Context: an optimization exercise on an open-source flow, tuned for small area. The choices shown serve that exercise and are no tape-out recipe. Only simulation tests tie the RTL to the original design; equivalence was not proved. Power is estimated from default activity; no workload was simulated.

==> run a <==
==> flow/design.v (excerpt) <==
module least_squares_slope_core (
    input  logic                                   clk,
    input  logic                                   rst_n,
    input  logic                                   start,
    output logic                                   busy,
    input  logic signed [lss_pkg::SAMPLE_BITS-1:0] x_value,
    input  logic signed [lss_pkg::SAMPLE_BITS-1:0] y_value,
    input  logic                                   last_pair,
    output logic                                   done,
    output logic signed [lss_pkg::OUT_W-1:0]       slope,
    output logic                                   no_spread,
    output logic                                   saturated,
    output logic                                   overflowed,
    output logic [lss_pkg::CNT_W-1:0]              pair_count
);
    localparam logic [4:0] S_CLR   = 5'd0;    
    localparam logic [4:0] S_IDLE  = 5'd1;    
    localparam logic [4:0] S_SUMX  = 5'd2;    
    localparam logic [4:0] S_SUMY  = 5'd3;    
    localparam logic [4:0] S_TXY   = 5'd4;    
    localparam logic [4:0] S_ADDXY = 5'd5;    
    localparam logic [4:0] S_TXX   = 5'd6;    
    localparam logic [4:0] S_ADDXX = 5'd7;    
    localparam logic [4:0] S_DEN0  = 5'd8;    
    localparam logic [4:0] S_DEN1  = 5'd9;    
    localparam logic [4:0] S_NUM0  = 5'd10;   
    localparam logic [4:0] S_NUM1  = 5'd11;   
    localparam logic [4:0] S_ABS   = 5'd12;   
    localparam logic [4:0] S_INIT  = 5'd13;   
    localparam logic [4:0] S_DIV   = 5'd14;   
    localparam logic [4:0] S_FIN1  = 5'd15;   
    localparam logic [4:0] S_FIN2  = 5'd16;   
    logic [3:0]  t;
    logic [4:0]  st;
    logic [4:0]  j;       
    logic        lastp;
    logic [10:0] cnt;
    logic        drop;
    logic        done_r;
    logic [51:0] ra;
    logic [51:0] rb;
    logic [51:0] rc;
    logic [51:0] rd;
    logic [3:0]  ta;
    logic [3:0]  tb;
    logic [3:0]  tc;
    logic [3:0]  td;
    assign ta = ra[3:0];
    assign tb = rb[3:0];
    assign tc = rc[3:0];
    assign td = rd[3:0];
    logic        t_last;
    logic        t_zero;
  ...
Settings: LEC_CHECK=0, ABC_AREA=1, CAP_MARGIN=20, CORE_MARGIN=2, CORE_UTILIZATION=75, CTS_BUF_LIST=sky130_fd_sc_hd__clkbuf_8, CTS_CLUSTER_DIAMETER=50, CTS_CLUSTER_SIZE=15, PLACE_DENSITY=0.85, SLEW_MARGIN=20; clock period 11.0 ns.
standard.sh (not shown) runs the stock make flow with config.mk's settings and CLKGATE_MAP_FILE= SYNTH_SCRIPT=/design/flow/synth_recipe.tcl, a recipe that flattens the netlist after the stock synthesis.
==> flow/flow/run.sh <==
#!/bin/bash
# The standard layout (the standard.sh, unchanged synthesis and steps), with one change:
# the port buffers that global placement inserts are made from the smallest buffer cell.
set -euo pipefail
export BUFFER_PORTS_ARGS="-buffer_cell sky130_fd_sc_hd__buf_1"
bash standard.sh > standard.log 2>&1
==> run b (differences from run a) <==
--- a/flow/design.v
+++ b/flow/design.v
@@ -34,19 +34,17 @@
     localparam logic [4:0] S_ABS   = 5'd12;   
     localparam logic [4:0] S_INIT  = 5'd13;   
     localparam logic [4:0] S_DIV   = 5'd14;   
     localparam logic [4:0] S_FIN1  = 5'd15;   
     localparam logic [4:0] S_FIN2  = 5'd16;   
     logic [3:0]  t;
     logic [4:0]  st;
     logic [4:0]  j;       
-    logic        lastp;
-    logic [10:0] cnt;
-    logic        drop;
+    logic [12:0] nr;      
     logic        done_r;
     logic [51:0] ra;
     logic [51:0] rb;
     logic [51:0] rc;
     logic [51:0] rd;
     logic [3:0]  ta;
     logic [3:0]  tb;
     logic [3:0]  tc;
@@ -56,26 +54,24 @@
     assign tc = rc[3:0];
     assign td = rd[3:0];
     logic        t_last;
     logic        t_zero;
     assign t_last = (t == 4'd12);
     assign t_zero = (t == 4'd0);
     logic [1:0]  pa;      
     logic [1:0]  pb;      
-    logic        pb3;     
     logic        pw3;     
     logic        cy;      
     logic [2:0]  trl;     
     logic [2:0]  trn;     
     logic        sg;      
     logic        rsign;   
     logic        negf;    
     logic        zacc;    
-    logic        nzacc;   
     logic        flat_r;
     logic        sat_r;
     logic st_clr, st_idle, st_sumx, st_sumy, st_txy, st_addxy, st_txx, st_addxx;
     logic st_den0, st_den1, st_num0, st_num1, st_abs, st_init, st_div, st_fin1, st_fin2;
     assign st_clr   = (st == S_CLR);
     assign st_idle  = (st == S_IDLE);
     assign st_sumx  = (st == S_SUMX);
     assign st_sumy  = (st == S_SUMY);
@@ -129,26 +125,23 @@
             raw = (t == 4'd6) ? {2'b00, raw[1:0]} : 4'd0;
         end
         if (st_sumy && (t < 4'd6))
         begin
             raw = 4'd0;
         end
     end
     logic [2:0]  trip;
-    logic [12:0] nsh;
-    logic [2:0]  ntrip;
-    assign nsh   = {1'b0, cnt, 1'b0};
-    assign ntrip = (j < 5'd6) ? nsh[{j[2:0], 1'b0} +: 3] : 3'b000;
+    logic        ncy;     
     always_comb
     begin
         case (st)
             S_TXY, S_TXX:     trip = trl;
             S_DEN1, S_NUM1:   trip = ~trl;
-            S_DEN0, S_NUM0:   trip = ntrip;
+            S_DEN0, S_NUM0:   trip = trn;
             S_ABS, S_FIN2:    trip = {negf, 2'b00};
             S_INIT:           trip = 3'b110;
             S_DIV:            trip = rsign ? 3'b001 : 3'b110;
             S_CLR:            trip = 3'b000;
             default:          trip = 3'b001;
         endcase
     end
     logic d_zero;
@@ -217,76 +210,102 @@
     logic       low11;
     logic       fixed;
     logic       we_a;
     logic       we_b;
     logic       we_c;
     logic       we_d;
     assign low11 = (t < 4'd11);
     assign fixed = flat_r || sat_r;
-    assign rotb  = {tb[2:0], t_zero ? !rsign : pb3};
+    assign rotb  = {tb[2:0], t_zero ? !rsign : pb[1]};
     assign cst   = flat_r ? 4'h0
                  : negf ? ((t == 4'd7) ? 4'h8 : 4'h0)
                  : ((t == 4'd7) ? 4'h7 : 4'hF);
     assign we_a = st_clr || (st_addxy && low11) || st_init || st_div;
     assign we_b = st_clr || (st_addxx && low11) || st_num0 || st_num1 || st_abs
                || (st_fin2 && !fixed);
     assign we_c = st_clr || st_sumx || st_sumy;
     assign we_d = ((st_txy || st_txx) && (t < 4'd8)) || st_den0 || st_den1;
     logic [3:0] ina;
     logic [3:0] inb;
     logic [3:0] inc;
     logic [3:0] ind;
     assign ina = we_a ? sum : ta;
     assign inb = we_b ? sum : (st_div || st_fin1) ? rotb : st_fin2 ? cst : tb;
     assign inc = we_c ? sum : tc;
     assign ind = we_d ? sum : td;
+    logic nin_c;
+    assign nin_c = t_zero ? 1'b1 : ncy;
     logic load;
     assign load = st_idle && t_last;
     always_ff @(posedge clk)
     begin
         ra <= {ina, ra[51:4]};
         rb <= {inb, rb[51:4]};
         rc <= {inc, rc[51:4]};
         rd <= {ind, rd[51:4]};
         if (load)
         begin
             ra[51:44] <= x_value[7:0];
             rb[51:44] <= x_value[15:8];
-            rd[47:32] <= y_value;
+            rd[48:32] <= {last_pair, y_value};
         end
     end
     logic       solve0;
     logic [4:0] u;
     logic [3:0] w;
     logic [2:0] wtrip;
     logic       take;
     assign solve0 = st_den0 || st_num0;
     assign u      = j + (st_num0 ? 5'd13 : 5'd0);
     assign w      = solve0 ? tc : xs;
     assign wtrip  = {u[0] ? w[3:2] : w[1:0], (u[0] ? w[1] : pw3) && (j != 5'd0)};
     assign take   = (solve0 || st_sumy || st_addxy || st_txy || st_txx) && (t == u[4:1]);
     always_ff @(posedge clk)
     begin
         pa  <= dtap[3:2];
-        pb  <= raw[3:2];
-        pb3 <= tb[3];
+        pb  <= (st_div || st_fin1) ? {tb[3], 1'b0} : raw[3:2];
         pw3 <= w[3];
         cy  <= shi[2];
         if (t == topd)
         begin
             sg <= sgl1 ? src[1] : src[3];
         end
-        if (take)
+        if (solve0)
         begin
-            trn <= wtrip;
+            if (take)
+            begin
+                trl <= wtrip;
+            end
         end
-        if (t_last)
+        else if (st_den1 || st_num1)
         begin
-            trl <= take ? wtrip : trn;
+            if ((({1'b0, t} + 5'd1) == {j[3:0], 1'b0}) && (j != 5'd0))
+            begin
+                trn <= {nr[0], nr[12], nr[11] && (t != 4'd1)};
+            end
+            else if (t_last && (j == 5'd0))
+            begin
+                trn <= 3'b000;
+            end
+        end
+        else
+        begin
+            if (take)
+            begin
+                trn <= wtrip;
+            end
+            if (t_last)
+            begin
+                trl <= take ? wtrip : trn;
+                if (st_addxx || st_idle)
+                begin
+                    trn <= 3'b000;
+                end
+            end
         end
         if (st_num1 && t_last)
         begin
             negf <= sum[3];
         end
         if ((st_init || st_div) && t_last)
         begin
             rsign <= sum[3];
@@ -299,21 +318,21 @@
                 flat_r <= !(zacc || (td != 4'd0));
                 sat_r  <= (zacc || (td != 4'd0)) && !sum[3];
             end
         end
         if (st_fin1)
         begin
             if (t < 4'd7)
             begin
-                nzacc <= (t_zero ? 1'b0 : nzacc) || (rotb != 4'd0);
+                zacc <= (t_zero ? 1'b0 : zacc) || (rotb != 4'd0);
             end
             if (t == 4'd7)
             begin
-                sat_r <= rotb[3] && (!negf || nzacc || (rotb[2:0] != 3'd0));
+                sat_r <= rotb[3] && (!negf || zacc || (rotb[2:0] != 3'd0));
             end
         end
     end
     assign busy = !load;
     always_ff @(posedge clk or negedge rst_n)
     begin
         if (!rst_n)
         begin
@@ -328,67 +347,50 @@
             if (t_last)
             begin
                 case (st)
                     S_CLR:   st <= S_IDLE;
                     S_IDLE:
                     begin
                         if (start)
                         begin
-                            if (!cnt[10])
+                            if (!nr[11])
                             begin
                                 st <= S_SUMX;
                             end
                             else if (last_pair)
                             begin
                                 st <= S_DEN0;
                             end
                         end
                     end
                     S_SUMX:  st <= S_SUMY;
                     S_SUMY:  st <= S_TXY;
                     S_TXY:   if (j == 5'd31) st <= S_ADDXY;
                     S_ADDXY: st <= S_TXX;
                     S_TXX:   if (j == 5'd31) st <= S_ADDXX;
-                    S_ADDXX: st <= lastp ? S_DEN0 : S_IDLE;
+                    S_ADDXX: st <= rd[0] ? S_DEN0 : S_IDLE;
                     S_DEN0:  st <= S_DEN1;
                     S_DEN1:  st <= (j == 5'd0) ? S_NUM0 : S_DEN0;
                     S_NUM0:  st <= S_NUM1;
                     S_NUM1:  st <= (j == 5'd0) ? S_ABS : S_NUM0;
                     S_ABS:   st <= S_INIT;
                     S_INIT:  st <= (!(zacc || (td != 4'd0)) || !sum[3]) ? S_FIN2 : S_DIV;
                     S_DIV:   if (j == 5'd31) st <= S_FIN1;
                     S_FIN1:  st <= S_FIN2;
                     default: st <= S_CLR;
                 endcase
             end
         end
     end
     always_ff @(posedge clk)
     begin
-        if (load)
-        begin
-            lastp <= last_pair;
-        end
-        if (st_clr && t_last)
-        begin
-            cnt  <= '0;
-            drop <= 1'b0;
-        end
-        else if (load && start)
-        begin
-            if (!cnt[10])
-            begin
-                cnt <= cnt + 1'b1;
-            end
-            else
-            begin
-                drop <= 1'b1;
-            end
-        end
+        nr  <= {st_clr ? 1'b0 : st_sumx ? (nr[0] ^ nin_c) : (nr[0] || (load && start && nr[11])),
+                nr[12:1]};
+        ncy <= nr[0] && nin_c;
         if (t_last)
         begin
             case (st)
                 S_SUMX:           j <= 5'd7;
                 S_TXY:            j <= (j == 5'd31) ? 5'd7 : j - 1'b1;
                 S_IDLE, S_ADDXX:  j <= 5'd12;
                 S_DEN1:           j <= (j == 5'd0) ? 5'd12 : j - 1'b1;
                 S_DEN0, S_NUM0:   j <= j;
@@ -397,11 +399,11 @@
                 default:          j <= j - 1'b1;
             endcase
         end
     end
     assign done       = done_r;
     assign slope      = rb[31:0];
     assign no_spread  = flat_r;
     assign saturated  = sat_r;
-    assign overflowed = drop;
-    assign pair_count = cnt;
+    assign overflowed = nr[12];
+    assign pair_count = nr[10:0];
 endmodule
==> flow/flow/run.sh (replaced) <==
#!/bin/bash
# The standard layout with these changes:
# - synthesis is the standard flow's own script (synth_recipe.tcl) with one addition: ABC maps the logic with
#   flow/abc_area.script (deeper area optimisation) instead of ORFS's abc_area.script; the
#   registers, their names and cell types are those of the standard synthesis;
# - the port buffers that global placement inserts are made from the smallest buffer cell;
# - clock tree synthesis inserts no dummy loads and builds the tree from clkbuf_4 cells.
# Each tool's output goes to a log of its own in this folder (synth.log, layout.log) and, as in
# the standard flow, to ORFS's logs under orfs/logs.
set -euo pipefail
here=$(pwd)
export MY_ABC_SCRIPT="$here/flow/abc_area.script"
export BUFFER_PORTS_ARGS="-buffer_cell sky130_fd_sc_hd__buf_1"
export CTS_ARGS="-sink_clustering_enable -repair_clock_nets -dont_use_dummy_load -buf_list sky130_fd_sc_hd__clkbuf_4 -sink_clustering_size 10 -sink_clustering_max_diameter 40"

# synth_recipe.tcl with a wrapper around abc that swaps in our script
{
  head -n 1 synth_recipe.tcl
  cat <<'TCL'
proc abc {args} {
  set i [lsearch -exact $args -script]
  if {$i >= 0} {
    lset args [expr {$i + 1}] $::env(MY_ABC_SCRIPT)
  }
  yosys abc {*}$args
}
TCL
  tail -n +2 synth_recipe.tcl
} > own_synth.tcl
sed "s#SYNTH_SCRIPT=[^ ]*#SYNTH_SCRIPT=$here/own_synth.tcl#" standard.sh > own_synth.sh
grep -q "SYNTH_SCRIPT=$here/own_synth.tcl" own_synth.sh

bash own_synth.sh synth > synth.log 2>&1
bash standard.sh > layout.log 2>&1
==> flow/flow/abc_area.script (new file) <==
strash
&get -n
&deepsyn -T 90
&put
dch -f
amap
topo
stime -c
dnsize -c
==> flow/config.mk (replaced) <==
export PLATFORM = sky130hd
export DESIGN_NAME = least_squares_slope_core
export DESIGN_NICKNAME = least_squares_slope_core
export VERILOG_FILES = /design/flow/design.v
export SDC_FILE = /design/flow/constraint.sdc
export NUM_CORES = 4
export LEC_CHECK = 0
export ABC_AREA = 1
export CAP_MARGIN = 20
export CORE_MARGIN = 2
export CORE_UTILIZATION = 60
export CTS_BUF_LIST = sky130_fd_sc_hd__clkbuf_8
export CTS_CLUSTER_DIAMETER = 50
export CTS_CLUSTER_SIZE = 15
export PLACE_DENSITY = 0.75
export SLEW_MARGIN = 20
==> results.txt <==
| item | run b | run a |
|---|---|---|
| Status | finished clean | finished clean |
| Combinational cell fraction of total power | 0.5% | 5.7% |
| Net switching power figure | 0.000274 W | 0.000392 W |
| Data arrival, critical path | 7.48 ns | 6.81 ns |
| Fin nets | 913 | 1,136 |
| Total power density per cell area | 154 nW/um^2 | 167 nW/um^2 |
| Crit share post-route | 63.3% | 57.9% |
| M1 GR Usage | 40.5% | 46.5% |
| Reported leakage power | 3.33 nW | 4.33 nW |
| Count of placed standard cells in the final layout, fillers left out | 1,030 | 1,233 |
| Minimum setup slack in the final design | 4.04 ns | 4.63 ns |
| Flop-to-flop setup slack | 4.04 ns | 4.63 ns |
| Simple-gate area share of the yosys netlist | 8.64% | 21.2% |
| Leading cell type in the layout, fill and taps excluded | dfxtp_1 | nand2_1 |
| Seq. pwr | 0.000930 W | 0.00103 W |
| Final critical delay including setup and external delays | 6.96 ns | 6.37 ns |
| Share of the final layout cell area in sequential cells | 60.3% | 54.3% |
| Setup crit start | st[3] | st[2] |
| Critical hold path startpoint | rc[24] | ra[10] |
| Seq cells | 255 | 256 |
| Clock root buffer | clkbuf_4 | clkbuf_8 |
| Vertical die dimension | 122 um | 115 um |
| Pin count of the biggest net entering global routing | 33 | 41 |
| Unique cell type count in the Yosys netlist | 41 | 52 |
| Tap cells | 176 | 147 |
| Worst Hold End | rc[20] | ra[6] |
| Syn Std Cell Area | 8300 sq um | 9180 sq um |

-- what the ideal ports hide --
Ports are ideal in the flow. The routed layouts listed here were re-timed in OpenROAD. Step 1, drivers: a clkbuf_16 drives clk and a buf_2 each remaining input, both assumed. Step 2 also shifts input and output timing later by t, the mid clock arrival at the registers, as if the neighbouring blocks saw the same clock. Slacks: ideal / step 1 / step 2; pairs: ideal / step 1.
run | t (ns) | setup slack, ns | cell pins on the clock port's net
run a | 0.562 | 4.627 / 4.627 / 4.627 | 1
run b | 0.625 | 4.036 / 4.036 / 4.036 | 1
After both steps every run listed still meets setup and hold.
